Background: an optimization exercise with open tools, aiming at small area, a short achievable clock period and few clock cycles per item. Do not read the settings as production practice. Function was checked by simulation only, so behaviour that the tests miss may differ from the original.

$ cat design/flow/flow/run.sh
#!/bin/bash
set -euo pipefail
bash standard.sh SETUP_SLACK_MARGIN=8.4 "BUFFER_PORTS_ARGS=-buffer_cell sky130_fd_sc_hd__buf_2" finish > standard.log 2>&1
$ cat design/flow/standard.sh
#!/bin/bash
# synth_recipe.tcl (not shown) runs the flow's synth.tcl, then flattens the netlist and writes it again
# the make line also repeats each setting of config.mk as NAME=value (left out here)
make -C /OpenROAD-flow-scripts/flow DESIGN_CONFIG=/design/flow/config.mk WORK_HOME=/design/flow/orfs CLKGATE_MAP_FILE= SYNTH_SCRIPT=/design/flow/synth_recipe.tcl "${@:-finish}"
$ cat design/flow/config.mk
export PLATFORM = sky130hd
export DESIGN_NAME = yuvToRgb
export DESIGN_NICKNAME = yuvToRgb
export VERILOG_FILES = /design/flow/design.v
export SDC_FILE = /design/flow/constraint.sdc
export NUM_CORES = 4
export LEC_CHECK = 0
export CAP_MARGIN = 20
export CORE_MARGIN = 2
export CORE_UTILIZATION = 40
export SETUP_SLACK_MARGIN = 5
export SLEW_MARGIN = 20
export SYNTH_HIERARCHICAL = 1
export SYNTH_MINIMUM_KEEP_SIZE = 0
$ cat design/flow/constraint.sdc
create_clock -name core_clock -period 12.0 [get_ports {Clock}]
set_input_delay 2.4000 -clock core_clock [delete_from_list [all_inputs] [get_ports {Clock}]]
set_output_delay 2.4000 -clock core_clock [all_outputs]
set_load 0.01 [all_outputs]
$ cat design/flow/design.v
package sramMapPkg;
	typedef logic [17:0] sramAddr_t;
	typedef struct packed {
		logic [7:0] hi;
		logic [7:0] lo;
	} sramBytes_t;
	typedef union packed {
		logic [15:0] raw;
		sramBytes_t bytes;
	} sramWord_u;
	typedef enum logic [1:0] {
		PlaneY,
		PlaneU,
		PlaneV
	} plane_e;
	typedef struct packed {
		plane_e plane;
		sramAddr_t address;
	} readReq_t;
	typedef struct packed {
		plane_e plane;
		sramWord_u word;
	} readRet_t;
endpackage
package colorPkg;
	typedef logic [7:0] sample_t;
	typedef logic signed [31:0] fixed_t;
	typedef struct packed {
		fixed_t uEven;
		fixed_t uOdd;
		fixed_t vEven;
		fixed_t vOdd;
	} chromaPair_t;
	typedef struct packed {
		sample_t y0;
		sample_t y1;
		chromaPair_t chroma;
	} yuvPair_t;
	typedef struct packed {
		sample_t r;
		sample_t g;
		sample_t b;
	} rgbPixel_t;
	typedef struct packed {
		rgbPixel_t p0;
		rgbPixel_t p1;
	} rgbPair_t;
	localparam fixed_t Tap5 = 32'sd21;
	localparam fixed_t Tap3 = -32'sd52;
	localparam fixed_t Tap1 = 32'sd159;
	localparam fixed_t CoefY = 32'sd76284;
	localparam fixed_t CoefRv = 32'sd104595;
	localparam fixed_t CoefGu = -32'sd25624;
	localparam fixed_t CoefGv = -32'sd53281;
	localparam fixed_t CoefBu = 32'sd132251;
	localparam fixed_t LumaOffset = 32'sd16;
	localparam fixed_t ChromaOffset = 32'sd128;
	localparam fixed_t FilterRound = 32'sd128;
	localparam int FilterShift = 8;
endpackage
`timescale 1ns/1ns
module yuvToRgb (
	input logic Clock,
	input logic resetn,
	input logic start,
	input logic [15:0] readData,
	output logic done,
	output logic [17:0] sramAddress,
	output logic [15:0] sramWriteData,
	output logic sramWeN
);
	logic busy;
	logic [7:0] pq;
	logic [2:0] ph;
	logic [8:0] wa;
	logic shen, shV, shHi;
	logic rdU, rdV, rdY, rkU, rkV, rkY;
	logic [7:0] win [12];
	logic [15:0] pendU, pendV, yw;
	logic [8:0] f, uc;
	logic [8:0] fc9;
	logic [9:0] fd1, fd2, fd3;
	logic [15:0] gb;
	logic [7:0] b0;
	function automatic logic [6:0] flagsOf(input logic [7:0] q);
		flagsOf = {q <= 8'd3, q >= 8'd4, (q >= 8'd4) && (q <= 8'd158),
			(q >= 8'd4) && (q <= 8'd162), !q[0] && (q <= 8'd159),
			q[0] && (q <= 8'd158), q == 8'd163};
	endfunction
	logic [6:0] fl, nf, df;
	logic dfPro, dfWrOk, dfRdC, dfRdYk, dfVHi, dfUHi, flLastP;
	logic [1:0] dfQ;
	assign {dfPro, dfWrOk, dfRdC, dfRdYk, dfVHi, dfUHi} = df[6:1];
	assign dfQ = (ph == 3'd4) ? pq[1:0] + 2'd1 : pq[1:0];
	assign flLastP = fl[0];
	logic [2:0] nph;
	logic dWr, dRdU, dRdV, dRdY, dSh, dShV, dShHi;
	logic [6:0] kc;
	logic [7:0] yc;
	assign nph = (ph == 3'd4) ? 3'd0 : ph + 3'd1;
	assign df = (ph == 3'd4) ? nf : fl;
	always_comb begin
		dWr = 1'b0; dRdU = 1'b0; dRdV = 1'b0; dRdY = 1'b0;
		dSh = 1'b0; dShV = 1'b0; dShHi = 1'b0;
		if (dfPro && !(dfQ == 2'd3 && nph > 3'd2)) begin
			case ({dfQ, nph})
				{2'd0, 3'd4}: dRdU = 1'b1;
				{2'd1, 3'd0}: dRdV = 1'b1;
				{2'd1, 3'd1}: begin dSh = 1'b1; dShHi = 1'b1; end
				{2'd1, 3'd2}: begin dSh = 1'b1; dShHi = 1'b1; dShV = 1'b1; end
				{2'd1, 3'd3}: begin dSh = 1'b1; dShHi = 1'b1; end
				{2'd1, 3'd4}: begin dSh = 1'b1; dShHi = 1'b1; dShV = 1'b1; end
				{2'd2, 3'd0}: begin dSh = 1'b1; dShHi = 1'b1; end
				{2'd2, 3'd1}: begin dSh = 1'b1; dShHi = 1'b1; dShV = 1'b1; end
				{2'd2, 3'd2}: begin dSh = 1'b1; dRdU = 1'b1; end
				{2'd2, 3'd3}: begin dSh = 1'b1; dShV = 1'b1; dRdV = 1'b1; end
				{2'd2, 3'd4}: begin dSh = 1'b1; dShHi = 1'b1; end
				{2'd3, 3'd0}: begin dSh = 1'b1; dShHi = 1'b1; dShV = 1'b1; end
				{2'd3, 3'd1}: begin dSh = 1'b1; dRdU = 1'b1; end
				{2'd3, 3'd2}: begin dSh = 1'b1; dShV = 1'b1; dRdY = 1'b1; end
				default: ;
			endcase
		end else begin
			case (nph)
				3'd0: begin
					dRdU = dfQ[0] && dfRdC;
					dRdV = !dfQ[0] && dfRdC;
				end
				3'd1: dRdY = dfRdYk;
				3'd2: begin
					dWr = dfWrOk;
					dSh = 1'b1; dShV = 1'b1;
					dShHi = dfVHi;
				end
				3'd3: begin
					dWr = dfWrOk;
					dSh = 1'b1;
					dShHi = dfUHi;
				end
				default: dWr = dfWrOk;
			endcase
		end
	end
	logic go, lastNow;
	assign go = start && !busy;
	assign lastNow = flLastP && (ph == 3'd4);
	always_ff @(posedge Clock or negedge resetn) begin
		if (!resetn) begin
			busy <= 1'b0;
			done <= 1'b0;
			sramWeN <= 1'b1;
		end else begin
			if (go) begin
				busy <= 1'b1;
				done <= 1'b0;
			end else if (busy && lastNow) begin
				busy <= 1'b0;
				done <= 1'b1;
			end
			sramWeN <= !(busy && !lastNow && !go && dWr);
		end
	end
	always_ff @(posedge Clock) begin
		if (go) begin
			pq <= 8'd0;
			ph <= 3'd4;
			fl <= flagsOf(8'd0);
			nf <= flagsOf(8'd1);
			wa <= 9'd0;
			kc <= 7'd0;
			yc <= 8'd0;
			sramAddress <= 18'd38400;
			rdU <= 1'b1; rdV <= 1'b0; rdY <= 1'b0;
			shen <= 1'b0; shV <= 1'b0; shHi <= 1'b0;
		end else begin
			ph <= nph;
			if (ph == 3'd4) begin
				pq <= pq + 8'd1;
				fl <= nf;
				nf <= flagsOf(pq + 8'd2);
			end
			if (dWr)
				wa <= wa + 9'd1;
			if (dRdV)
				kc <= kc + 7'd1;
			if (dRdY)
				yc <= yc + 8'd1;
			if (dWr)
				sramAddress <= {9'd287, wa};
			else if (dRdY)
				sramAddress <= {10'd0, yc};
			else if (dRdU)
				sramAddress <= {11'd300, kc};
			else
				sramAddress <= {11'd450, kc};
			rdU <= busy && dRdU;
			rdV <= busy && dRdV;
			rdY <= busy && dRdY;
			shen <= busy && dSh;
			shV <= dShV;
			shHi <= dShHi;
		end
		rkU <= rdU;
		rkV <= rdV;
		rkY <= rdY;
	end
	logic [7:0] shIn;
	logic [8:0] sA, sB, sC;
	assign sA = {1'b0, win[0]} + {1'b0, win[10]};
	assign sB = {1'b0, win[2]} + {1'b0, win[8]};
	assign sC = {1'b0, win[4]} + {1'b0, win[6]};
	always_comb begin
		case ({shV, shHi})
			2'b00: shIn = pendU[7:0];
			2'b01: shIn = pendU[15:8];
			2'b10: shIn = pendV[7:0];
			default: shIn = pendV[15:8];
		endcase
	end
	always_ff @(posedge Clock) begin
		if (rkU)
			pendU <= readData;
		if (rkV)
			pendV <= readData;
		if (rkY)
			yw <= readData;
		if (shen) begin
			for (int i = 0; i < 11; i++)
				win[i] <= win[i + 1];
			win[11] <= shIn;
		end
		fc9 <= sC;
		fd1 <= {1'b0, sA} - {1'b0, sC} + 10'd512;
		fd2 <= {1'b0, sA} - {1'b0, sB} + 10'd512;
		fd3 <= {1'b0, sC} - {1'b0, sB} + 10'd512;
	end
	logic [7:0] py;
	logic [8:0] pu, pv;
	assign pu = uc;
wire cr_1;
wire cr_2;
wire cr_3;
wire cr_4;
wire cr_5;
wire cr_6;
wire cr_7;
wire cr_8;
wire cr_9;
wire cr_10;
wire cr_11;
wire cr_12;
wire cr_13;
wire cr_14;
wire cr_15;
wire cr_16;
wire cr_17;
wire cr_18;
wire cr_19;
wire cr_20;
wire cr_21;
wire cr_22;
wire cr_23;
wire cr_24;
wire cr_25;
wire cr_26;
wire cr_27;
wire cr_28;
wire cr_29;
wire cr_30;
wire cr_31;
wire cr_32;
wire cr_33;
wire cr_34;
wire cr_35;
wire cr_36;
wire cr_37;
wire cr_38;
wire cr_39;
wire cr_40;
wire cr_41;
wire cr_42;
wire cr_43;
wire cr_44;
wire cr_45;
wire cr_46;
wire cr_47;
wire cr_48;
wire cr_49;
wire cr_50;
wire cr_51;
wire cr_52;
wire cr_53;
wire cr_54;
wire cr_55;
wire cr_56;
wire cr_57;
wire cr_58;
wire cr_59;
wire cr_60;
wire cr_61;
wire cr_62;
wire cr_63;
wire cr_64;
wire cr_65;
wire cr_66;
wire cr_67;
wire cr_68;
wire cr_69;
wire cr_70;
wire cr_71;
wire cr_72;
wire cr_73;
wire cr_74;
wire cr_75;
wire cr_76;
wire cr_77;
wire cr_78;
wire cr_79;
wire cr_80;
wire cr_81;
wire cr_82;
wire cr_83;
wire cr_84;
wire cr_85;
wire cr_86;
wire cr_87;
wire cr_88;
wire cr_89;
wire cr_90;
wire cr_91;
wire cr_92;
wire cr_93;
wire cr_94;
wire cr_95;
wire cr_96;
wire cr_97;
wire cr_98;
wire cr_99;
wire cr_100;
wire cr_101;
wire cr_102;
wire cr_103;
wire cr_104;
wire cr_105;
wire cr_106;
wire cr_107;
wire cr_108;
wire cr_109;
wire cr_110;
wire cr_111;
wire cr_112;
wire cr_113;
wire cr_114;
wire cr_115;
wire cr_116;
wire cr_117;
wire cr_118;
wire cr_119;
wire cr_120;
wire cr_121;
wire cr_122;
wire cr_123;
wire cr_124;
wire cr_125;
wire cr_126;
wire cr_127;
wire cr_128;
wire cr_129;
wire cr_130;
wire cr_131;
wire cr_132;
wire cr_133;
wire cr_134;
wire cr_135;
wire cr_136;
wire cr_137;
wire cr_138;
wire cr_139;
wire cr_140;
wire cr_141;
wire cr_142;
wire cr_143;
wire cr_144;
wire cr_145;
wire cr_146;
wire cr_147;
wire cr_148;
wire cr_149;
wire cr_150;
wire cr_151;
wire cr_152;
wire cr_153;
wire cr_154;
wire cr_155;
wire cr_156;
wire cr_157;
wire cr_158;
wire cr_159;
wire cr_160;
wire cr_161;
wire cr_162;
wire cr_163;
wire cr_164;
wire cr_165;
wire cr_166;
wire cr_167;
wire cr_168;
wire cr_169;
wire cr_170;
wire cr_171;
wire cr_172;
wire cr_173;
wire cr_174;
wire cr_175;
wire cr_176;
wire cr_177;
wire cr_178;
wire cr_179;
wire cr_180;
wire cr_181;
wire cr_182;
assign cr_1 = ~~pv[0];
assign cr_2 = ~pv[0];
assign cr_3 = ~pv[4];
assign cr_4 = ~pv[6];
assign cr_5 = ~py[0];
assign cr_6 = ~py[1];
assign cr_7 = ~py[2];
assign cr_8 = ~py[5];
assign cr_9 = ~py[7];
assign cr_10 = ~py[7];
assign cr_11 = ~py[6];
assign cr_12 = ~pv[7];
assign cr_13 = ~pv[8];
assign cr_14 = ~pv[8];
FA cr_15_i (py[6], py[4], py[2], cr_15, cr_16);
FA cr_17_i (py[5], py[3], py[0], cr_17, cr_18);
FA cr_19_i (py[6], py[4], py[1], cr_19, cr_20);
HA cr_21_i (pv[4], pv[0], cr_21, cr_22);
FA cr_23_i (py[5], py[2], pv[5], cr_23, cr_24);
HA cr_25_i (pv[1], ~pv[7], cr_25, cr_26);
FA cr_27_i (py[6], py[3], pv[6], cr_27, cr_28);
HA cr_29_i (pv[2], py[7], cr_29, cr_30);
HA cr_31_i (py[7], py[4], cr_31, cr_32);
FA cr_33_i (pv[5], pv[3], pv[0], cr_33, cr_34);
FA cr_35_i (pv[4], pv[1], ~py[6], cr_35, cr_36);
FA cr_37_i (pv[7], pv[5], pv[2], cr_37, cr_38);
HA cr_39_i (pv[6], ~py[7], cr_39, cr_40);
FA cr_41_i (pv[8], pv[6], pv[3], cr_41, cr_42);
HA cr_43_i (py[0], cr_6, cr_43, cr_44);
FA cr_45_i (py[0], pv[7], pv[4], cr_45, cr_46);
FA cr_47_i (py[1], ~pv[0], cr_7, cr_47, cr_48);
FA cr_49_i (py[3], py[1], pv[8], cr_49, cr_50);
FA cr_51_i (pv[5], py[2], ~pv[1], cr_51, cr_52);
FA cr_53_i (py[4], py[2], py[0], cr_53, cr_54);
FA cr_55_i (pv[6], pv[0], ~pv[2], cr_55, cr_56);
FA cr_57_i (py[3], py[1], pv[7], cr_57, cr_58);
FA cr_59_i (pv[1], ~pv[3], cr_8, cr_59, cr_60);
FA cr_61_i (pv[8], pv[2], py[5], cr_61, cr_62);
FA cr_63_i (~pv[4], ~pv[0], cr_15, cr_63, cr_64);
FA cr_65_i (pv[3], ~pv[5], ~pv[1], cr_65, cr_66);
FA cr_67_i (cr_9, cr_16, cr_17, cr_67, cr_68);
FA cr_69_i (py[7], ~pv[6], ~pv[2], cr_69, cr_70);
FA cr_71_i (cr_21, cr_18, cr_19, cr_71, cr_72);
FA cr_73_i (~pv[3], cr_10, cr_22, cr_73, cr_74);
FA cr_75_i (cr_25, cr_20, cr_23, cr_75, cr_76);
FA cr_77_i (~pv[8], ~pv[4], cr_29, cr_77, cr_78);
FA cr_79_i (cr_26, cr_24, cr_27, cr_79, cr_80);
FA cr_81_i (pv[7], pv[3], ~pv[5], cr_81, cr_82);
FA cr_83_i (cr_30, cr_31, cr_28, cr_83, cr_84);
FA cr_85_i (py[5], pv[8], pv[4], cr_85, cr_86);
HA cr_87_i (~pv[6], cr_32, cr_87, cr_88);
HA cr_89_i (pv[5], ~pv[7], cr_89, cr_90);
HA cr_91_i (py[7], pv[6], cr_91, cr_92);
HA cr_93_i (pv[1], pv[0], cr_93, cr_94);
FA cr_95_i (pv[2], pv[0], ~py[2], cr_95, cr_96);
FA cr_97_i (pv[3], pv[1], ~py[3], cr_97, cr_98);
FA cr_99_i (pv[2], ~py[4], ~pv[6], cr_99, cr_100);
FA cr_101_i (pv[4], ~py[5], ~pv[7], cr_101, cr_102);
FA cr_103_i (~pv[8], cr_4, cr_34, cr_103, cr_104);
FA cr_105_i (cr_5, cr_39, cr_37, cr_105, cr_106);
FA cr_107_i (cr_40, cr_43, cr_38, cr_107, cr_108);
FA cr_109_i (cr_44, cr_42, cr_45, cr_109, cr_110);
FA cr_111_i (cr_46, cr_49, cr_48, cr_111, cr_112);
FA cr_113_i (cr_50, cr_53, cr_52, cr_113, cr_114);
FA cr_115_i (cr_54, cr_57, cr_56, cr_115, cr_116);
FA cr_117_i (cr_58, cr_61, cr_60, cr_117, cr_118);
FA cr_119_i (cr_62, cr_65, cr_64, cr_119, cr_120);
FA cr_121_i (cr_66, cr_69, cr_68, cr_121, cr_122);
FA cr_123_i (cr_70, cr_73, cr_72, cr_123, cr_124);
FA cr_125_i (cr_74, cr_77, cr_76, cr_125, cr_126);
FA cr_127_i (cr_81, cr_78, cr_80, cr_127, cr_128);
FA cr_129_i (cr_85, cr_87, cr_82, cr_129, cr_130);
FA cr_131_i (cr_11, cr_89, cr_86, cr_131, cr_132);
FA cr_133_i (py[6], ~pv[8], cr_91, cr_133, cr_134);
HA cr_135_i (~py[0], ~pv[2], cr_135, cr_136);
FA cr_137_i (~py[1], ~pv[3], cr_93, cr_137, cr_138);
FA cr_139_i (~pv[4], cr_94, cr_95, cr_139, cr_140);
FA cr_141_i (~pv[5], cr_96, cr_97, cr_141, cr_142);
FA cr_143_i (cr_3, cr_98, cr_99, cr_143, cr_144);
FA cr_145_i (cr_33, cr_100, cr_101, cr_145, cr_146);
FA cr_147_i (cr_102, cr_35, cr_103, cr_147, cr_148);
FA cr_149_i (cr_36, cr_104, cr_105, cr_149, cr_150);
FA cr_151_i (cr_41, cr_106, cr_107, cr_151, cr_152);
FA cr_153_i (cr_47, cr_108, cr_109, cr_153, cr_154);
FA cr_155_i (cr_51, cr_110, cr_111, cr_155, cr_156);
FA cr_157_i (cr_55, cr_112, cr_113, cr_157, cr_158);
FA cr_159_i (cr_59, cr_114, cr_115, cr_159, cr_160);
FA cr_161_i (cr_63, cr_116, cr_117, cr_161, cr_162);
FA cr_163_i (cr_67, cr_118, cr_119, cr_163, cr_164);
FA cr_165_i (cr_71, cr_120, cr_121, cr_165, cr_166);
FA cr_167_i (cr_75, cr_122, cr_123, cr_167, cr_168);
FA cr_169_i (cr_79, cr_124, cr_125, cr_169, cr_170);
FA cr_171_i (cr_83, cr_126, cr_127, cr_171, cr_172);
FA cr_173_i (cr_84, cr_129, cr_128, cr_173, cr_174);
FA cr_175_i (cr_88, cr_131, cr_130, cr_175, cr_176);
FA cr_177_i (cr_90, cr_133, cr_132, cr_177, cr_178);
FA cr_179_i (cr_12, cr_92, cr_134, cr_179, cr_180);
HA cr_181_i (pv[7], cr_13, cr_181, cr_182);
wire [16:0] cr_lo = {1'b0, {cr_160, cr_158, cr_156, cr_154, cr_152, cr_150, cr_148, cr_146, cr_144, cr_142, cr_140, cr_138, cr_136, cr_2, ~pv[1], cr_1}} + {1'b0, {cr_161, cr_159, cr_157, cr_155, cr_153, cr_151, cr_149, cr_147, cr_145, cr_143, cr_141, cr_139, cr_137, cr_135, ~pv[0], 1'b0}};
logic [22:0] cr_r;
wire [22:0] cr_d = {cr_lo[16], cr_182, cr_180, cr_178, cr_176, cr_174, cr_173, cr_171, cr_169, cr_167, cr_165, cr_163, cr_14, cr_181, cr_179, cr_177, cr_175, cr_172, cr_170, cr_168, cr_166, cr_164, cr_162};
wire [10:0] cr_x = {cr_r[10], cr_r[9], cr_r[8], cr_r[7], cr_r[6], cr_r[5], cr_r[4], cr_r[3], cr_r[2], cr_r[1], cr_r[0]} + {cr_r[21], cr_r[20], cr_r[19], cr_r[18], cr_r[17], cr_r[16], cr_r[15], cr_r[14], cr_r[13], cr_r[12], cr_r[11]} + {10'd0, cr_r[22]};
wire cg_1;
wire cg_2;
wire cg_3;
wire cg_4;
wire cg_5;
wire cg_6;
wire cg_7;
wire cg_8;
wire cg_9;
wire cg_10;
wire cg_11;
wire cg_12;
wire cg_13;
wire cg_14;
wire cg_15;
wire cg_16;
wire cg_17;
wire cg_18;
wire cg_19;
wire cg_20;
wire cg_21;
wire cg_22;
wire cg_23;
wire cg_24;
wire cg_25;
wire cg_26;
wire cg_27;
wire cg_28;
wire cg_29;
wire cg_30;
wire cg_31;
wire cg_32;
wire cg_33;
wire cg_34;
wire cg_35;
wire cg_36;
wire cg_37;
wire cg_38;
wire cg_39;
wire cg_40;
wire cg_41;
wire cg_42;
wire cg_43;
wire cg_44;
wire cg_45;
wire cg_46;
wire cg_47;
wire cg_48;
wire cg_49;
wire cg_50;
wire cg_51;
wire cg_52;
wire cg_53;
wire cg_54;
wire cg_55;
wire cg_56;
wire cg_57;
wire cg_58;
wire cg_59;
wire cg_60;
wire cg_61;
wire cg_62;
wire cg_63;
wire cg_64;
wire cg_65;
wire cg_66;
wire cg_67;
wire cg_68;
wire cg_69;
wire cg_70;
wire cg_71;
wire cg_72;
wire cg_73;
wire cg_74;
wire cg_75;
wire cg_76;
wire cg_77;
wire cg_78;
wire cg_79;
wire cg_80;
wire cg_81;
wire cg_82;
wire cg_83;
wire cg_84;
wire cg_85;
wire cg_86;
wire cg_87;
wire cg_88;
wire cg_89;
wire cg_90;
wire cg_91;
wire cg_92;
wire cg_93;
wire cg_94;
wire cg_95;
wire cg_96;
wire cg_97;
wire cg_98;
wire cg_99;
wire cg_100;
wire cg_101;
wire cg_102;
wire cg_103;
wire cg_104;
wire cg_105;
wire cg_106;
wire cg_107;
wire cg_108;
wire cg_109;
wire cg_110;
wire cg_111;
wire cg_112;
wire cg_113;
wire cg_114;
wire cg_115;
wire cg_116;
wire cg_117;
wire cg_118;
wire cg_119;
wire cg_120;
wire cg_121;
wire cg_122;
wire cg_123;
wire cg_124;
wire cg_125;
wire cg_126;
wire cg_127;
wire cg_128;
wire cg_129;
wire cg_130;
wire cg_131;
wire cg_132;
wire cg_133;
wire cg_134;
wire cg_135;
wire cg_136;
wire cg_137;
wire cg_138;
wire cg_139;
wire cg_140;
wire cg_141;
wire cg_142;
wire cg_143;
wire cg_144;
wire cg_145;
wire cg_146;
wire cg_147;
wire cg_148;
wire cg_149;
wire cg_150;
wire cg_151;
wire cg_152;
wire cg_153;
wire cg_154;
wire cg_155;
wire cg_156;
wire cg_157;
wire cg_158;
wire cg_159;
wire cg_160;
wire cg_161;
wire cg_162;
wire cg_163;
wire cg_164;
wire cg_165;
wire cg_166;
wire cg_167;
wire cg_168;
wire cg_169;
wire cg_170;
wire cg_171;
wire cg_172;
wire cg_173;
wire cg_174;
wire cg_175;
wire cg_176;
wire cg_177;
wire cg_178;
wire cg_179;
wire cg_180;
wire cg_181;
wire cg_182;
wire cg_183;
wire cg_184;
wire cg_185;
wire cg_186;
wire cg_187;
wire cg_188;
wire cg_189;
wire cg_190;
wire cg_191;
wire cg_192;
wire cg_193;
wire cg_194;
wire cg_195;
wire cg_196;
wire cg_197;
wire cg_198;
wire cg_199;
wire cg_200;
wire cg_201;
wire cg_202;
wire cg_203;
wire cg_204;
wire cg_205;
wire cg_206;
wire cg_207;
wire cg_208;
wire cg_209;
wire cg_210;
wire cg_211;
wire cg_212;
wire cg_213;
wire cg_214;
wire cg_215;
wire cg_216;
wire cg_217;
wire cg_218;
wire cg_219;
wire cg_220;
wire cg_221;
wire cg_222;
wire cg_223;
wire cg_224;
wire cg_225;
wire cg_226;
wire cg_227;
wire cg_228;
wire cg_229;
wire cg_230;
wire cg_231;
wire cg_232;
wire cg_233;
wire cg_234;
wire cg_235;
assign cg_1 = ~~pv[0];
assign cg_2 = ~~py[0];
assign cg_3 = ~pu[4];
assign cg_4 = ~pu[5];
assign cg_5 = ~py[0];
assign cg_6 = ~py[1];
assign cg_7 = ~py[4];
assign cg_8 = ~py[6];
assign cg_9 = ~py[6];
assign cg_10 = ~py[6];
assign cg_11 = ~py[7];
assign cg_12 = ~py[5];
assign cg_13 = ~py[6];
assign cg_14 = ~py[7];
assign cg_15 = ~py[7];
assign cg_16 = ~py[7];
assign cg_17 = ~py[7];
FA cg_18_i (py[7], py[5], py[3], cg_18, cg_19);
HA cg_20_i (py[4], py[1], cg_20, cg_21);
FA cg_22_i (py[7], py[5], py[2], cg_22, cg_23);
HA cg_24_i (py[2], py[0], cg_24, cg_25);
HA cg_26_i (py[3], py[1], cg_26, cg_27);
FA cg_28_i (py[2], py[0], pu[0], cg_28, cg_29);
HA cg_30_i (~pu[8], ~pu[3], cg_30, cg_31);
FA cg_32_i (py[5], py[3], py[1], cg_32, cg_33);
FA cg_34_i (pu[1], pv[0], py[4], cg_34, cg_35);
FA cg_36_i (py[4], py[2], pu[2], cg_36, cg_37);
FA cg_38_i (pv[1], ~pu[5], ~pu[0], cg_38, cg_39);
FA cg_40_i (py[0], pu[3], pv[2], cg_40, cg_41);
FA cg_42_i (py[6], ~pu[6], ~pu[1], cg_42, cg_43);
HA cg_44_i (~pv[4], ~pv[0], cg_44, cg_45);
FA cg_46_i (pu[4], pv[3], ~pu[7], cg_46, cg_47);
FA cg_48_i (~pu[2], ~pv[5], ~pv[1], cg_48, cg_49);
FA cg_50_i (cg_9, cg_20, cg_19, cg_50, cg_51);
FA cg_52_i (pu[5], pv[4], py[6], cg_52, cg_53);
FA cg_54_i (~pu[8], ~pu[3], ~pv[6], cg_54, cg_55);
FA cg_56_i (~pv[2], cg_21, cg_22, cg_56, cg_57);
FA cg_58_i (py[3], pu[6], pv[5], cg_58, cg_59);
FA cg_60_i (~pu[4], ~pv[7], ~pv[3], cg_60, cg_61);
HA cg_62_i (cg_10, cg_23, cg_62, cg_63);
FA cg_64_i (py[4], pu[7], pv[6], cg_64, cg_65);
FA cg_66_i (py[6], ~pu[5], ~pv[8], cg_66, cg_67);
HA cg_68_i (~pv[4], cg_11, cg_68, cg_69);
FA cg_70_i (pu[8], pv[7], py[7], cg_70, cg_71);
HA cg_72_i (~pu[6], ~pv[5], cg_72, cg_73);
HA cg_74_i (pv[8], py[5], cg_74, cg_75);
HA cg_76_i (pu[2], ~py[3], cg_76, cg_77);
FA cg_78_i (pu[3], ~py[4], ~pu[1], cg_78, cg_79);
FA cg_80_i (~py[5], ~pu[2], ~pv[7], cg_80, cg_81);
FA cg_82_i (pu[4], ~py[6], ~pu[3], cg_82, cg_83);
HA cg_84_i (~pv[8], ~pv[3], cg_84, cg_85);
FA cg_86_i (pu[6], pu[5], ~py[7], cg_86, cg_87);
FA cg_88_i (~pu[4], ~pv[4], cg_5, cg_88, cg_89);
FA cg_90_i (pu[7], py[0], ~pu[5], cg_90, cg_91);
FA cg_92_i (~pu[0], ~pv[5], cg_6, cg_92, cg_93);
FA cg_94_i (pu[8], py[1], ~pu[6], cg_94, cg_95);
FA cg_96_i (~pu[1], ~pv[6], cg_24, cg_96, cg_97);
FA cg_98_i (~pu[7], ~pu[2], ~pv[7], cg_98, cg_99);
FA cg_100_i (~pv[0], cg_25, cg_26, cg_100, cg_101);
FA cg_102_i (~pv[8], ~pv[1], cg_7, cg_102, cg_103);
FA cg_104_i (cg_27, cg_30, cg_28, cg_104, cg_105);
FA cg_106_i (~pu[4], ~pv[2], cg_31, cg_106, cg_107);
FA cg_108_i (cg_29, cg_32, cg_34, cg_108, cg_109);
FA cg_110_i (~pv[3], cg_8, cg_33, cg_110, cg_111);
FA cg_112_i (cg_35, cg_36, cg_38, cg_112, cg_113);
FA cg_114_i (cg_44, cg_37, cg_18, cg_114, cg_115);
FA cg_116_i (cg_40, cg_39, cg_42, cg_116, cg_117);
FA cg_118_i (cg_45, cg_41, cg_43, cg_118, cg_119);
FA cg_120_i (cg_46, cg_48, cg_50, cg_120, cg_121);
FA cg_122_i (cg_52, cg_47, cg_49, cg_122, cg_123);
FA cg_124_i (cg_54, cg_51, cg_56, cg_124, cg_125);
FA cg_126_i (cg_53, cg_58, cg_55, cg_126, cg_127);
FA cg_128_i (cg_60, cg_62, cg_57, cg_128, cg_129);
FA cg_130_i (cg_68, cg_59, cg_64, cg_130, cg_131);
FA cg_132_i (cg_61, cg_66, cg_63, cg_132, cg_133);
FA cg_134_i (cg_12, cg_69, cg_72, cg_134, cg_135);
FA cg_136_i (cg_65, cg_70, cg_67, cg_136, cg_137);
FA cg_138_i (~pu[7], ~pv[6], cg_13, cg_138, cg_139);
FA cg_140_i (cg_74, cg_73, cg_71, cg_140, cg_141);
FA cg_142_i (py[6], ~pu[8], ~pv[7], cg_142, cg_143);
HA cg_144_i (cg_14, cg_75, cg_144, cg_145);
HA cg_146_i (pu[0], ~py[1], cg_146, cg_147);
HA cg_148_i (pu[1], ~py[2], cg_148, cg_149);
FA cg_150_i (~pu[0], ~pv[5], ~pv[0], cg_150, cg_151);
FA cg_152_i (~pv[6], ~pv[1], cg_77, cg_152, cg_153);
FA cg_154_i (~pv[2], cg_3, cg_79, cg_154, cg_155);
FA cg_156_i (cg_4, cg_84, cg_81, cg_156, cg_157);
FA cg_158_i (cg_85, cg_83, cg_86, cg_158, cg_159);
FA cg_160_i (cg_87, cg_89, cg_90, cg_160, cg_161);
FA cg_162_i (cg_91, cg_93, cg_94, cg_162, cg_163);
FA cg_164_i (cg_95, cg_98, cg_97, cg_164, cg_165);
FA cg_166_i (cg_99, cg_102, cg_101, cg_166, cg_167);
FA cg_168_i (cg_103, cg_106, cg_105, cg_168, cg_169);
FA cg_170_i (cg_107, cg_109, cg_110, cg_170, cg_171);
FA cg_172_i (cg_111, cg_114, cg_113, cg_172, cg_173);
FA cg_174_i (cg_115, cg_117, cg_118, cg_174, cg_175);
FA cg_176_i (cg_119, cg_122, cg_121, cg_176, cg_177);
FA cg_178_i (cg_123, cg_126, cg_125, cg_178, cg_179);
FA cg_180_i (cg_130, cg_127, cg_132, cg_180, cg_181);
FA cg_182_i (cg_134, cg_131, cg_136, cg_182, cg_183);
FA cg_184_i (cg_138, cg_135, cg_140, cg_184, cg_185);
FA cg_186_i (cg_144, cg_139, cg_142, cg_186, cg_187);
FA cg_188_i (~pv[8], cg_15, cg_145, cg_188, cg_189);
HA cg_190_i (~pv[3], ~py[0], cg_190, cg_191);
FA cg_192_i (~pv[4], cg_147, cg_148, cg_192, cg_193);
FA cg_194_i (cg_149, cg_76, cg_150, cg_194, cg_195);
FA cg_196_i (cg_151, cg_78, cg_152, cg_196, cg_197);
FA cg_198_i (cg_80, cg_153, cg_154, cg_198, cg_199);
FA cg_200_i (cg_82, cg_155, cg_156, cg_200, cg_201);
FA cg_202_i (cg_88, cg_157, cg_158, cg_202, cg_203);
FA cg_204_i (cg_92, cg_159, cg_160, cg_204, cg_205);
FA cg_206_i (cg_96, cg_161, cg_162, cg_206, cg_207);
FA cg_208_i (cg_100, cg_163, cg_164, cg_208, cg_209);
FA cg_210_i (cg_104, cg_165, cg_166, cg_210, cg_211);
FA cg_212_i (cg_108, cg_167, cg_168, cg_212, cg_213);
FA cg_214_i (cg_112, cg_169, cg_170, cg_214, cg_215);
FA cg_216_i (cg_116, cg_171, cg_172, cg_216, cg_217);
FA cg_218_i (cg_120, cg_173, cg_174, cg_218, cg_219);
FA cg_220_i (cg_124, cg_175, cg_176, cg_220, cg_221);
FA cg_222_i (cg_128, cg_177, cg_178, cg_222, cg_223);
FA cg_224_i (cg_129, cg_180, cg_179, cg_224, cg_225);
FA cg_226_i (cg_133, cg_182, cg_181, cg_226, cg_227);
FA cg_228_i (cg_137, cg_184, cg_183, cg_228, cg_229);
FA cg_230_i (cg_141, cg_186, cg_185, cg_230, cg_231);
FA cg_232_i (cg_143, cg_188, cg_187, cg_232, cg_233);
HA cg_234_i (cg_16, cg_189, cg_234, cg_235);
wire [16:0] cg_lo = {1'b0, {cg_213, cg_211, cg_209, cg_207, cg_205, cg_203, cg_201, cg_199, cg_197, cg_195, cg_193, cg_191, cg_146, ~pv[2], ~pv[1], cg_1}} + {1'b0, {cg_214, cg_212, cg_210, cg_208, cg_206, cg_204, cg_202, cg_200, cg_198, cg_196, cg_194, cg_192, cg_190, cg_2, ~pv[0], 1'b0}};
logic [22:0] cg_r;
wire [22:0] cg_d = {cg_lo[16], cg_235, cg_233, cg_231, cg_229, cg_227, cg_225, cg_224, cg_222, cg_220, cg_218, cg_216, cg_17, cg_234, cg_232, cg_230, cg_228, cg_226, cg_223, cg_221, cg_219, cg_217, cg_215};
wire [10:0] cg_x = {cg_r[10], cg_r[9], cg_r[8], cg_r[7], cg_r[6], cg_r[5], cg_r[4], cg_r[3], cg_r[2], cg_r[1], cg_r[0]} + {cg_r[21], cg_r[20], cg_r[19], cg_r[18], cg_r[17], cg_r[16], cg_r[15], cg_r[14], cg_r[13], cg_r[12], cg_r[11]} + {10'd0, cg_r[22]};
wire cb_1;
wire cb_2;
wire cb_3;
wire cb_4;
wire cb_5;
wire cb_6;
wire cb_7;
wire cb_8;
wire cb_9;
wire cb_10;
wire cb_11;
wire cb_12;
wire cb_13;
wire cb_14;
wire cb_15;
wire cb_16;
wire cb_17;
wire cb_18;
wire cb_19;
wire cb_20;
wire cb_21;
wire cb_22;
wire cb_23;
wire cb_24;
wire cb_25;
wire cb_26;
wire cb_27;
wire cb_28;
wire cb_29;
wire cb_30;
wire cb_31;
wire cb_32;
wire cb_33;
wire cb_34;
wire cb_35;
wire cb_36;
wire cb_37;
wire cb_38;
wire cb_39;
wire cb_40;
wire cb_41;
wire cb_42;
wire cb_43;
wire cb_44;
wire cb_45;
wire cb_46;
wire cb_47;
wire cb_48;
wire cb_49;
wire cb_50;
wire cb_51;
wire cb_52;
wire cb_53;
wire cb_54;
wire cb_55;
wire cb_56;
wire cb_57;
wire cb_58;
wire cb_59;
wire cb_60;
wire cb_61;
wire cb_62;
wire cb_63;
wire cb_64;
wire cb_65;
wire cb_66;
wire cb_67;
wire cb_68;
wire cb_69;
wire cb_70;
wire cb_71;
wire cb_72;
wire cb_73;
wire cb_74;
wire cb_75;
wire cb_76;
wire cb_77;
wire cb_78;
wire cb_79;
wire cb_80;
wire cb_81;
wire cb_82;
wire cb_83;
wire cb_84;
wire cb_85;
wire cb_86;
wire cb_87;
wire cb_88;
wire cb_89;
wire cb_90;
wire cb_91;
wire cb_92;
wire cb_93;
wire cb_94;
wire cb_95;
wire cb_96;
wire cb_97;
wire cb_98;
wire cb_99;
wire cb_100;
wire cb_101;
wire cb_102;
wire cb_103;
wire cb_104;
wire cb_105;
wire cb_106;
wire cb_107;
wire cb_108;
wire cb_109;
wire cb_110;
wire cb_111;
wire cb_112;
wire cb_113;
wire cb_114;
wire cb_115;
wire cb_116;
wire cb_117;
wire cb_118;
wire cb_119;
wire cb_120;
wire cb_121;
wire cb_122;
wire cb_123;
wire cb_124;
wire cb_125;
wire cb_126;
wire cb_127;
wire cb_128;
wire cb_129;
wire cb_130;
wire cb_131;
wire cb_132;
wire cb_133;
wire cb_134;
wire cb_135;
wire cb_136;
wire cb_137;
wire cb_138;
wire cb_139;
wire cb_140;
wire cb_141;
wire cb_142;
wire cb_143;
wire cb_144;
wire cb_145;
wire cb_146;
wire cb_147;
wire cb_148;
wire cb_149;
wire cb_150;
wire cb_151;
wire cb_152;
wire cb_153;
wire cb_154;
wire cb_155;
wire cb_156;
assign cb_1 = ~~pu[0];
assign cb_2 = ~~py[1];
assign cb_3 = ~pu[1];
assign cb_4 = ~pu[3];
assign cb_5 = ~py[0];
assign cb_6 = ~py[1];
assign cb_7 = ~py[3];
assign cb_8 = ~py[4];
assign cb_9 = ~py[6];
assign cb_10 = ~py[6];
assign cb_11 = ~py[5];
assign cb_12 = ~py[6];
assign cb_13 = ~py[7];
assign cb_14 = ~pu[7];
assign cb_15 = ~pu[8];
assign cb_16 = ~pu[8];
HA cb_17_i (py[2], py[0], cb_17, cb_18);
HA cb_19_i (py[5], py[3], cb_19, cb_20);
FA cb_21_i (pu[2], pu[0], pu[1], cb_21, cb_22);
FA cb_23_i (pu[1], ~py[6], ~pu[8], cb_23, cb_24);
FA cb_25_i (pu[4], pu[2], pu[3], cb_25, cb_26);
HA cb_27_i (~py[7], ~pu[7], cb_27, cb_28);
FA cb_29_i (pu[5], pu[3], pu[0], cb_29, cb_30);
FA cb_31_i (py[0], ~pu[8], cb_6, cb_31, cb_32);
FA cb_33_i (py[2], py[0], pu[6], cb_33, cb_34);
FA cb_35_i (pu[4], pu[1], py[1], cb_35, cb_36);
FA cb_37_i (py[1], pu[7], pu[5], cb_37, cb_38);
HA cb_39_i (pu[2], cb_7, cb_39, cb_40);
FA cb_41_i (pu[8], pu[6], pu[3], cb_41, cb_42);
FA cb_43_i (py[3], cb_8, cb_17, cb_43, cb_44);
FA cb_45_i (py[1], pu[7], pu[4], cb_45, cb_46);
FA cb_47_i (py[4], cb_18, cb_19, cb_47, cb_48);
FA cb_49_i (py[4], py[2], pu[8], cb_49, cb_50);
FA cb_51_i (pu[5], cb_9, cb_20, cb_51, cb_52);
FA cb_53_i (py[7], py[5], py[3], cb_53, cb_54);
FA cb_55_i (py[0], pu[6], py[6], cb_55, cb_56);
FA cb_57_i (py[6], py[4], py[1], cb_57, cb_58);
HA cb_59_i (pu[7], pu[0], cb_59, cb_60);
FA cb_61_i (py[7], py[5], py[2], cb_61, cb_62);
HA cb_63_i (pu[8], pu[1], cb_63, cb_64);
HA cb_65_i (py[3], pu[2], cb_65, cb_66);
HA cb_67_i (py[7], py[4], cb_67, cb_68);
HA cb_69_i (~py[2], ~pu[4], cb_69, cb_70);
FA cb_71_i (pu[0], ~py[3], ~pu[5], cb_71, cb_72);
FA cb_73_i (~py[4], ~pu[6], ~pu[4], cb_73, cb_74);
FA cb_75_i (~py[5], ~pu[7], ~pu[5], cb_75, cb_76);
FA cb_77_i (~pu[6], cb_4, cb_22, cb_77, cb_78);
FA cb_79_i (cb_5, cb_27, cb_25, cb_79, cb_80);
FA cb_81_i (cb_28, cb_26, cb_29, cb_81, cb_82);
FA cb_83_i (cb_30, cb_33, cb_35, cb_83, cb_84);
FA cb_85_i (cb_39, cb_34, cb_36, cb_85, cb_86);
FA cb_87_i (cb_40, cb_38, cb_41, cb_87, cb_88);
FA cb_89_i (cb_42, cb_45, cb_44, cb_89, cb_90);
FA cb_91_i (cb_46, cb_49, cb_48, cb_91, cb_92);
FA cb_93_i (cb_50, cb_53, cb_55, cb_93, cb_94);
FA cb_95_i (cb_59, cb_54, cb_56, cb_95, cb_96);
FA cb_97_i (cb_60, cb_63, cb_58, cb_97, cb_98);
FA cb_99_i (cb_10, cb_64, cb_65, cb_99, cb_100);
FA cb_101_i (pu[3], py[6], cb_66, cb_101, cb_102);
HA cb_103_i (pu[4], cb_11, cb_103, cb_104);
HA cb_105_i (pu[5], py[5], cb_105, cb_106);
HA cb_107_i (pu[6], py[6], cb_107, cb_108);
HA cb_109_i (~py[0], ~pu[2], cb_109, cb_110);
FA cb_111_i (~pu[3], ~pu[1], cb_2, cb_111, cb_112);
FA cb_113_i (~pu[2], ~py[1], cb_69, cb_113, cb_114);
FA cb_115_i (~pu[3], cb_70, cb_71, cb_115, cb_116);
FA cb_117_i (cb_3, cb_72, cb_73, cb_117, cb_118);
FA cb_119_i (cb_21, cb_74, cb_75, cb_119, cb_120);
FA cb_121_i (cb_76, cb_23, cb_77, cb_121, cb_122);
FA cb_123_i (cb_24, cb_78, cb_79, cb_123, cb_124);
FA cb_125_i (cb_31, cb_80, cb_81, cb_125, cb_126);
FA cb_127_i (cb_32, cb_82, cb_83, cb_127, cb_128);
FA cb_129_i (cb_37, cb_84, cb_85, cb_129, cb_130);
FA cb_131_i (cb_43, cb_86, cb_87, cb_131, cb_132);
FA cb_133_i (cb_47, cb_88, cb_89, cb_133, cb_134);
FA cb_135_i (cb_51, cb_90, cb_91, cb_135, cb_136);
FA cb_137_i (cb_52, cb_93, cb_92, cb_137, cb_138);
FA cb_139_i (cb_57, cb_94, cb_95, cb_139, cb_140);
FA cb_141_i (cb_61, cb_96, cb_97, cb_141, cb_142);
FA cb_143_i (cb_62, cb_99, cb_98, cb_143, cb_144);
FA cb_145_i (cb_67, cb_100, cb_101, cb_145, cb_146);
FA cb_147_i (cb_68, cb_103, cb_102, cb_147, cb_148);
FA cb_149_i (cb_12, cb_105, cb_104, cb_149, cb_150);
FA cb_151_i (cb_13, cb_106, cb_107, cb_151, cb_152);
FA cb_153_i (py[7], cb_14, cb_108, cb_153, cb_154);
HA cb_155_i (pu[7], cb_15, cb_155, cb_156);
wire [16:0] cb_lo = {1'b0, {cb_134, cb_132, cb_130, cb_128, cb_126, cb_124, cb_122, cb_120, cb_118, cb_116, cb_114, cb_112, cb_110, ~pu[0], ~pu[1], cb_1}} + {1'b0, {cb_135, cb_133, cb_131, cb_129, cb_127, cb_125, cb_123, cb_121, cb_119, cb_117, cb_115, cb_113, cb_111, cb_109, ~pu[0], 1'b0}};
logic [22:0] cb_r;
wire [22:0] cb_d = {cb_lo[16], cb_156, cb_154, cb_153, cb_150, cb_148, cb_147, cb_144, cb_143, cb_141, cb_138, cb_137, cb_16, cb_155, cb_152, cb_151, cb_149, cb_146, cb_145, cb_142, cb_140, cb_139, cb_136};
wire [10:0] cb_x = {cb_r[10], cb_r[9], cb_r[8], cb_r[7], cb_r[6], cb_r[5], cb_r[4], cb_r[3], cb_r[2], cb_r[1], cb_r[0]} + {cb_r[21], cb_r[20], cb_r[19], cb_r[18], cb_r[17], cb_r[16], cb_r[15], cb_r[14], cb_r[13], cb_r[12], cb_r[11]} + {10'd0, cb_r[22]};
wire fl_1;
wire fl_2;
wire fl_3;
wire fl_4;
wire fl_5;
wire fl_6;
wire fl_7;
wire fl_8;
wire fl_9;
wire fl_10;
wire fl_11;
wire fl_12;
wire fl_13;
wire fl_14;
wire fl_15;
wire fl_16;
wire fl_17;
wire fl_18;
wire fl_19;
wire fl_20;
wire fl_21;
wire fl_22;
wire fl_23;
wire fl_24;
wire fl_25;
wire fl_26;
wire fl_27;
wire fl_28;
wire fl_29;
wire fl_30;
wire fl_31;
wire fl_32;
wire fl_33;
wire fl_34;
wire fl_35;
wire fl_36;
wire fl_37;
wire fl_38;
wire fl_39;
wire fl_40;
wire fl_41;
wire fl_42;
wire fl_43;
wire fl_44;
wire fl_45;
wire fl_46;
wire fl_47;
wire fl_48;
wire fl_49;
wire fl_50;
wire fl_51;
wire fl_52;
wire fl_53;
wire fl_54;
wire fl_55;
wire fl_56;
wire fl_57;
wire fl_58;
wire fl_59;
wire fl_60;
wire fl_61;
wire fl_62;
wire fl_63;
wire fl_64;
wire fl_65;
wire fl_66;
wire fl_67;
wire fl_68;
wire fl_69;
wire fl_70;
assign fl_1 = ~fc9[0];
assign fl_2 = ~fc9[2];
assign fl_3 = ~fc9[3];
assign fl_4 = ~fc9[5];
HA fl_5_i (fd3[2], fd1[7], fl_5, fl_6);
FA fl_7_i (fc9[1], fd3[3], fd1[8], fl_7, fl_8);
HA fl_9_i (fd2[4], fd2[6], fl_9, fl_10);
FA fl_11_i (fd3[4], fd1[9], fd2[5], fl_11, fl_12);
HA fl_13_i (fd2[7], fl_2, fl_13, fl_14);
FA fl_15_i (fd3[5], fd2[6], fd2[8], fl_15, fl_16);
HA fl_17_i (fc9[2], fl_3, fl_17, fl_18);
FA fl_19_i (fc9[4], fd3[6], fd2[7], fl_19, fl_20);
HA fl_21_i (fd2[9], fc9[3], fl_21, fl_22);
HA fl_23_i (fd3[7], fd2[8], fl_23, fl_24);
HA fl_25_i (fc9[6], fd3[8], fl_25, fl_26);
HA fl_27_i (fd3[0], fd1[5], fl_27, fl_28);
FA fl_29_i (fd3[1], fd1[6], fd2[2], fl_29, fl_30);
FA fl_31_i (fd2[3], fd2[5], fl_1, fl_31, fl_32);
FA fl_33_i (fc9[0], fl_6, fl_9, fl_33, fl_34);
FA fl_35_i (fl_10, fl_13, fl_8, fl_35, fl_36);
FA fl_37_i (fl_14, fl_17, fl_12, fl_37, fl_38);
FA fl_39_i (fl_21, fl_18, fl_16, fl_39, fl_40);
FA fl_41_i (fl_4, fl_22, fl_23, fl_41, fl_42);
FA fl_43_i (fd2[9], fc9[5], fl_24, fl_43, fl_44);
HA fl_45_i (fc9[7], fd3[9], fl_45, fl_46);
HA fl_47_i (fd1[4], fd2[0], fl_47, fl_48);
FA fl_49_i (fd2[1], fd2[3], fl_27, fl_49, fl_50);
FA fl_51_i (fd2[4], fl_28, fl_29, fl_51, fl_52);
FA fl_53_i (fl_5, fl_30, fl_31, fl_53, fl_54);
FA fl_55_i (fl_7, fl_32, fl_33, fl_55, fl_56);
FA fl_57_i (fl_11, fl_34, fl_35, fl_57, fl_58);
FA fl_59_i (fl_15, fl_36, fl_37, fl_59, fl_60);
FA fl_61_i (fl_19, fl_38, fl_39, fl_61, fl_62);
FA fl_63_i (fl_20, fl_41, fl_40, fl_63, fl_64);
FA fl_65_i (fl_25, fl_42, fl_43, fl_65, fl_66);
FA fl_67_i (fl_26, fl_45, fl_44, fl_67, fl_68);
HA fl_69_i (fc9[8], fl_46, fl_69, fl_70);
wire [16:0] fl_s = {fl_70, fl_69, fl_66, fl_65, fl_62, fl_60, fl_58, fl_56, fl_54, fl_52, fl_50, fl_48, fd2[2], fd1[3], fd1[2], fd1[1], fd1[0]} + {1'b0, fl_68, fl_67, fl_64, fl_63, fl_61, fl_59, fl_57, fl_55, fl_53, fl_51, fl_49, fl_47, fd2[1], fd2[0], 1'b0, 1'b0};
wire [8:0] fl_q = fl_s[16:8];
	function automatic logic [7:0] clip(input logic [10:0] x);
		if (x[10:9] == 2'b00)
			clip = 8'd0;
		else if (x[10] || (x[9] && x[8]))
			clip = 8'd255;
		else
			clip = x[7:0];
	endfunction
	logic [7:0] cR, cG, cB;
	assign cR = clip(cr_x);
	assign cG = clip(cg_x);
	assign cB = clip(cb_x);
	always_ff @(posedge Clock) begin
		f <= fl_q;
		uc <= (ph == 3'd4) ? {win[3][7], !win[3][7], win[3][6:0]} : f;
		pv <= (ph == 3'd4) ? {win[4][7], !win[4][7], win[4][6:0]} : fl_q;
		py <= (ph == 3'd4) ? yw[15:8] : yw[7:0];
		cr_r <= cr_d;
		cg_r <= cg_d;
		cb_r <= cb_d;
		b0 <= cB;
		gb <= {cG, cB};
		case (ph)
			3'd1: sramWriteData <= {cR, cG};
			3'd2: sramWriteData <= {b0, cR};
			default: sramWriteData <= gb;
		endcase
	end
endmodule
module FA(input a, input b, input c, output s, output co);
	assign s = a ^ b ^ c;
	assign co = (a & b) | (a & c) | (b & c);
endmodule
module HA(input a, input b, output s, output co);
	assign s = a ^ b;
	assign co = a & b;
endmodule
==> impl_metrics.ini, run 1 <==
[critical_path]
crit_chain = inv_1, fa_1, fa_1, fa_1, ha_1, a21o_1, a21o_1, a211oi_1, o31ai_1
ff2ff_path_depth = 9
critPathMostFrequentCell = fa_1
cp_top_family = adder cells
crit_path_max_incr_delay_ns = 0.73
crit_required_ns = 12.46
crit_fanout = 8
timing.rr.end = cg_r[22]
crit_type = register to register
worstPathArrival_ns = 4.07
r2r_slack_ns = 8.39
worstReg2RegStart = uc[0]
end_kind = register
worst_setup_path_start_kind = register
cp_num_buf_inv = 1
slowest_stage = dfxtp_1

[detailed_routing]
ant_nets = 0
drtIter0Drc = 1066
wl_met1_um = 23310
vias_per_cell = 5.187
wl_per_cell_um = 18.86
wl_met2_um = 23910
route.met3.wl_um = 2346
wl_um = 50820
first_pass_iters = 6
drc = 0
top_layer = met4
num_vias = 13980

[clock_tree]
cts_made_buffers = 43
clk_latency_ns = 0.59
cts_tree = done
cts_sinks = 392
postCtsHoldBufs = 0
cts_htree_levels = 2
clockBufferDepth = 3
cts-root-buf = clkbuf_16
clk_transition_reported_paths_ns = 0.06

[floorplanning]
rows = 86
die_w_um = 241.2
start_util = 0.4061
die_y_um = 241.2
io_pins = 55
core_um2 = 55420
die_area_um2 = 58180

[final_layout]
area_growth_pct = 13.52
drive_gt1_frac = 0.1243
fillers = 4942
multi_input_area_um2 = 12750
layout.area.seq_um2 = 9346
stdcell_area_um2 = 25550
diodes = 0
fin_cells = 2695
nets = 2383
fin_util = 0.4611

[global_route]
track_usage = 0.1820
grt_start_max_net_pins = 76
antenna_found_initial = 0
grt-ovfl-total = 0
grt_pass1_wl_um = 81540
grt_pass1_vias = 14770

[placed_design]
place_congestion = 0.8768
hpwl_um = 37960
placement.cell_area_um2 = 23590
port_buffers = 53
dp_cells = 2577
dp_worst_setup_slack_ns = 7.993

[flow_run]
maxCapViolCount = 0

[yosys]
syn_inst = 1813
synth_commonest_cells = fa_1 (254), dfxtp_1 (245), ha_1 (198), edfxtp_1 (144), nand2_1 (133)
syn-num-nets = 2284
postSynth.asyncResetShare = 0.007653
avgSynthCellArea_um2 = 12.41
yosysSeqAreaShare = 0.4134
synth_most_common_cell = fa_1
synth.distinct_cells = 72
synth_ff_type = dfxtp_1
synth_edf_count = 144
yosys.area.top_type = fa_1
netlist_area_um2 = 22510
synth_top_cell_area_share = 0.2259
synthTopCellsByArea = fa_1 (23%), dfxtp_1 (22%), edfxtp_1 (19%), ha_1 (11%), nand2_1 (2.2%)
synth-seq-cells = 392
synth_warnings = 8

[timing]
fin_setup_tns_ns = 0
slew_violations = 0
worst-slew-pin-transition_ns = 1.064
hold_violations = 0
finalClockSkew_ns = 0.02627
final.min_clock_period_ns = 3.608
fin_ws_ns = 8.392
max_freq_mhz = 277.2
whs_ns = 0.3257
setup_viol = 0
finalCritPeriodShare = 0.3006
slew_headroom = 0.2883
rsz0062_at_grt = true

[run_status]
status = timing/DRC/antenna clean

[worst_hold_path]
hp-class = register to register
min-delay-start = rdU
whs_endpoint = rkU
hold_depth = 0
[flip-flops by register name, summed over array words and instances (netlist names), 8 cells and up]
name / flops
cb_r: 23
cg_r: 23
cr_r: 23
f: 9
fc9: 9
fd1: 8
fd2: 10
fd3: 10
gb: 9
pendU: 16
pendV: 16
pq: 8
pv: 9
py: 8
sramAddress: 14
sramWriteData: 16
uc: 9
wa: 9
win: 96
yc: 8
yw: 16
[repair_timing]
action | in CTS | in global routing
endpoints found under the setup margin | 15 | 21
gates cloned | 0 | 0
buffers inserted | 7 | 30
pin swaps | 1 | 0
resized for setup | 12 | 41
[modules after synthesis, one instance, submodules excluded]
| module | area, um^2 | times used | flip-flops and latches |
|---|---|---|---|
| yuvToRgb | 16980 | 1 | 392 |
| HA | 12.51 | 53 | 0 |
| FA | 20.02 | 243 | 0 |
[layout make-up]
class,instances,area share
Multi-Input combinational cell,1285,0.4992
Sequential cell,392,0.3658
Clock buffer,67,0.04887
Tap cell,748,0.03663
Timing Repair Buffer,99,0.02522
Inverter,91,0.01513
Clock inverter,13,0.009158
[worst max-delay path by stage]
stage,start,to,depth (start not counted)
final,uc[0],cg_r[22],9
after global routing,uc[0],cg_r[22],9
after CTS,uc[3],cg_r[22],11
after detailed placement,py[0],cg_r[22],10
after global placement,py[6],cg_r[22],11
after floorplan,py[5],cg_r[22],11
[cells in the final DEF, fill, tap and decap left out, types with 6 or more instances in the layout]
| master | count |
|---|---|
| a31oi_1 | 8 |
| nand3_1 | 26 |
| dfxtp_2 | 15 |
| inv_1 | 79 |
| dfxtp_4 | 6 |
| o211ai_1 | 6 |
| buf_4 | 43 |
| ha_1 | 197 |
| or2_2 | 7 |
| dfxtp_1 | 224 |
| mux2i_1 | 11 |
| edfxtp_1 | 144 |
| buf_2 | 52 |
| or3_1 | 9 |
| a22oi_1 | 9 |
| nand2_1 | 132 |
| and2_1 | 6 |
| and3_1 | 12 |
| o21a_1 | 16 |
| xor2_1 | 38 |
| nor2b_1 | 24 |
| nor3_1 | 16 |
| o21ai_0 | 76 |
| clkinvlp_4 | 13 |
| clkbuf_1 | 13 |
| a21oi_1 | 84 |
| o21bai_1 | 9 |
| nand4_1 | 18 |
| fa_1 | 254 |
| a21o_1 | 34 |
| mux4_2 | 8 |
| clkbuf_16 | 43 |
| nand2b_1 | 21 |
| nor2_1 | 104 |
| o2111ai_1 | 10 |
| clkbuf_8 | 7 |
| a211oi_1 | 12 |
| xnor2_1 | 55 |
[per-layer routing]
layer  vias up  GRT usage
li1       6528          -
met1      7046     0.2498
met2       327     0.2978
met3        77    0.03088
met4         0    0.05125
met5         -          0
[worst reg2reg max path: stages, from the launching register on]
cell,delay [ns]
dfxtp_1,0.73
inv_1,0.37
fa_1,0.52
fa_1,0.46
fa_1,0.43
ha_1,0.32
a21o_1,0.16
a21o_1,0.17
a211oi_1,0.22
o31ai_1,0.11
[logic make-up (layout without fill, tap and decap cells)]
family,count (synthesis),after routing,share of synthesized area
buffers and inverters,136,270,0.02407
other,1,1,0.0001666
AND/OR/NAND/NOR,386,386,0.07933
multiplexers,25,25,0.01584
flip-flops,392,392,0.4134
XOR/XNOR,94,94,0.03658
adder cells (fa/ha/maj),452,452,0.3360
AO/OA/AOI/OAI,327,327,0.09456
Testbench counts, summed over its fixed seeds: cycles 26,144, rows 32.
==> inputs of run 2 (changes only) <==
--- a/design/flow/config.mk
+++ b/design/flow/config.mk
@@ -5,6 +5,7 @@
 export SDC_FILE = /design/flow/constraint.sdc
 export NUM_CORES = 4
 export LEC_CHECK = 0
+export ABC_AREA = 1
 export CAP_MARGIN = 20
 export CORE_MARGIN = 2
 export CORE_UTILIZATION = 40
==> impl_metrics.ini, run 2 <==
[global_route]
antenna_found_initial = 0
grt-ovfl-total = 0
grt_pass1_vias = 16270
grt_start_max_net_pins = 54
track_usage = 0.1793
grt_pass1_wl_um = 84590

[yosys]
synth.distinct_cells = 52
yosysSeqAreaShare = 0.4015
synth_warnings = 8
netlist_area_um2 = 23180
synth-seq-cells = 392
postSynth.asyncResetShare = 0.007653
synth_ff_type = dfxtp_1
synth_top_cell_area_share = 0.2194
avgSynthCellArea_um2 = 10.62
synth_commonest_cells = nand2_1 (430), fa_1 (254), dfxtp_1 (245), inv_1 (239), ha_1 (198)
syn-num-nets = 2654
synth_most_common_cell = nand2_1
syn_inst = 2183
yosys.area.top_type = fa_1
synth_edf_count = 144
synthTopCellsByArea = fa_1 (22%), dfxtp_1 (21%), edfxtp_1 (19%), ha_1 (11%), nand2_1 (7.0%)

[placed_design]
dp_cells = 2989
hpwl_um = 40210
port_buffers = 53
place_congestion = 0.9169
placement.cell_area_um2 = 24360

[critical_path]
worstReg2RegStart = pv[4]
r2r_slack_ns = 8.54
worstPathArrival_ns = 1.19
end_kind = primary output
cp_num_buf_inv = 1
crit_type = register to primary output
ff2ff_path_depth = 9
worst_setup_path_start_kind = register
cp_top_family = flip-flops
slowest_stage = dfstp_2
crit_path_max_incr_delay_ns = 0.52
crit_required_ns = 9.60
timing.rr.end = cg_r[22]
crit_chain = buf_6
crit_fanout = 1

[clock_tree]
cts-root-buf = clkbuf_16
cts_sinks = 392
cts_made_buffers = 43
clk_transition_reported_paths_ns = 0.06
cts_tree = done
cts_htree_levels = 2
clk_latency_ns = 0.59
clockBufferDepth = 3

[floorplanning]
rows = 88
io_pins = 55
start_util = 0.4033
die_area_um2 = 59890
die_y_um = 244.7
die_w_um = 244.7
core_um2 = 57480

[final_layout]
stdcell_area_um2 = 25950
diodes = 0
fillers = 5382
area_growth_pct = 11.97
nets = 2752
largest_reg_flops = 96
drive_gt1_frac = 0.08161
layout_common_cells = nand2_1 (430), fa_1 (254), dfxtp_1 (236)
top_register = win
final_common_cell = nand2_1
fin_cells = 3081

[timing]
setup_viol = 0
rsz0062_at_grt = true
finalCritPeriodShare = 0.2988
worst-slew-pin-transition_ns = 1.035
slew_violations = 0
max_freq_mhz = 278.9
slew_headroom = 0.3072
hold_violations = 0
fin_setup_tns_ns = 0
final.min_clock_period_ns = 3.585
finalClockSkew_ns = 0.01639

[detailed_routing]
num_vias = 15360
ant_nets = 0
vias_per_cell = 4.984
wl_um = 52000
drc = 0
wl_per_cell_um = 16.88
drtIter0Drc = 878
first_pass_iters = 5

[worst_hold_path]
hold_depth = 0
whs_endpoint = rkY
hp-class = register to register
min-delay-start = rdY

[run_status]
status = timing/DRC/antenna clean

[flow_run]
maxCapViolCount = 0
[run 2: changes by cell type in the layout (fill, tap and decap cells not counted), sizes merged, moves of 15 or more]
cell	change
nand2b	-21
nand2	+306
o21a	-15
inv	+161
xnor2	-32
buf	-19
nor2b	-25
nand4	+17
nand3	+120
a21o	-29
o21ai	-21
a21oi	+43
[run 2: logic make-up (layout without fill, tap and decap cells)]
logic type / after synthesis / in the layout / synth area share
compound gates: 234 / 234 / 0.05641
fa+ha+maj: 452 / 452 / 0.3263
simple gates: 754 / 754 / 0.1393
flops: 392 / 392 / 0.4015
mux: 3 / 3 / 0.001296
buf+inv: 271 / 404 / 0.04637
other cells: 1 / 1 / 0.0001618
xor+xnor: 76 / 76 / 0.02872
[run 2: metal layers]
| metal | part of all wire | routed length [um] | global-route usage |
|---|---|---|---|
| met2 | 0.48 | 24700 | 0.3005 |
| met1 | 0.44 | 22920 | 0.2299 |
| met4 | 0.027 | 1421 | 0.05757 |
| met5 | 0 | 0 | 0 |
| met3 | 0.057 | 2951 | 0.04100 |
[run 2: cell type report]
type,instances,area (um^2),area share
inverters,244,937.1,0.03611
clock inverters,19,247.7,0.009546
multi-input cells,1520,12800,0.4932
clock buffers,61,1215,0.04681
flip-flops and latches,392,9319,0.3591
well taps,765,957.2,0.03688
repair buffers,80,478.0,0.01842
[run 2: stage by stage]
step	setup WS, ns	utilization	hold WS (ns)
6_report	8.415	0.4515	0.3251
5_1_grt	8.380	0.4515	0.3352
4_1_cts	8.379	0.4494	0.3286
3_5_place_dp	8.199	0.4239	0.3143
3_3_place_gp	8.203	0.4239	0.3135
2_1_floorplan	8.518	-	0.3096
[run 2: how the worst max path moves through the flow]
stage                 start              to  slack, ns  cells past startpoint
floorplan             start            done       8.52                      5
global placement      start  sramAddress[8]       8.20                      8
detailed placement    start  sramAddress[8]       8.20                      8
CTS                 sramWeN         sramWeN       8.38                      1
global route        sramWeN         sramWeN       8.38                      1
finish              sramWeN         sramWeN       8.41                      1
[run 2: per-module statistics from Yosys (local to each module, per instance)]
module,cell area [um^2],flops+latches,times used
HA,12.51,0,53
FA,20.02,0,243
yuvToRgb,17650,392,1
[run 2: what timing repair did]
item | 4_1_cts | 5_1_grt
hold buffers | 0 | 0
gates resized for setup | 1 | 15
setup buffers | 0 | 12
setup endpoints to repair | 1 | 3

-- re-timing with driven ports --
Ports are ideal in the flow. The routed layouts listed here were re-timed in OpenROAD. Step 1 (the two cells are an assumption about what drives the block):
set clk [get_ports {Clock}]
set_driving_cell -lib_cell sky130_fd_sc_hd__clkbuf_16 $clk
set_driving_cell -lib_cell sky130_fd_sc_hd__buf_2 [delete_from_list [all_inputs] $clk]
Step 2 times the ports against the registers' clock, not the clock port: input delays grow and output delays shrink by t, the midpoint of the rising clock arrivals with the driver on. a / b / c = no drivers / after step 1 / after step 2; a / b = the first two.
| run | t, ns | slack for setup (ns) | hold slack, ns | worst setup path after step 2 |
|---|---|---|---|---|
| run 1 | 0.633 | 8.392 / 8.354 / 8.349 | 0.326 / 0.326 / 0.326 | input to register |
| run 2 | 0.637 | 8.415 / 8.356 / 8.215 | 0.325 / 0.325 / 0.325 | input to register |
After both steps every run listed still meets setup and hold. The setup slack of run 2, which loses most, moves by -0.059 ns with the drivers and by -0.200 ns with both steps.
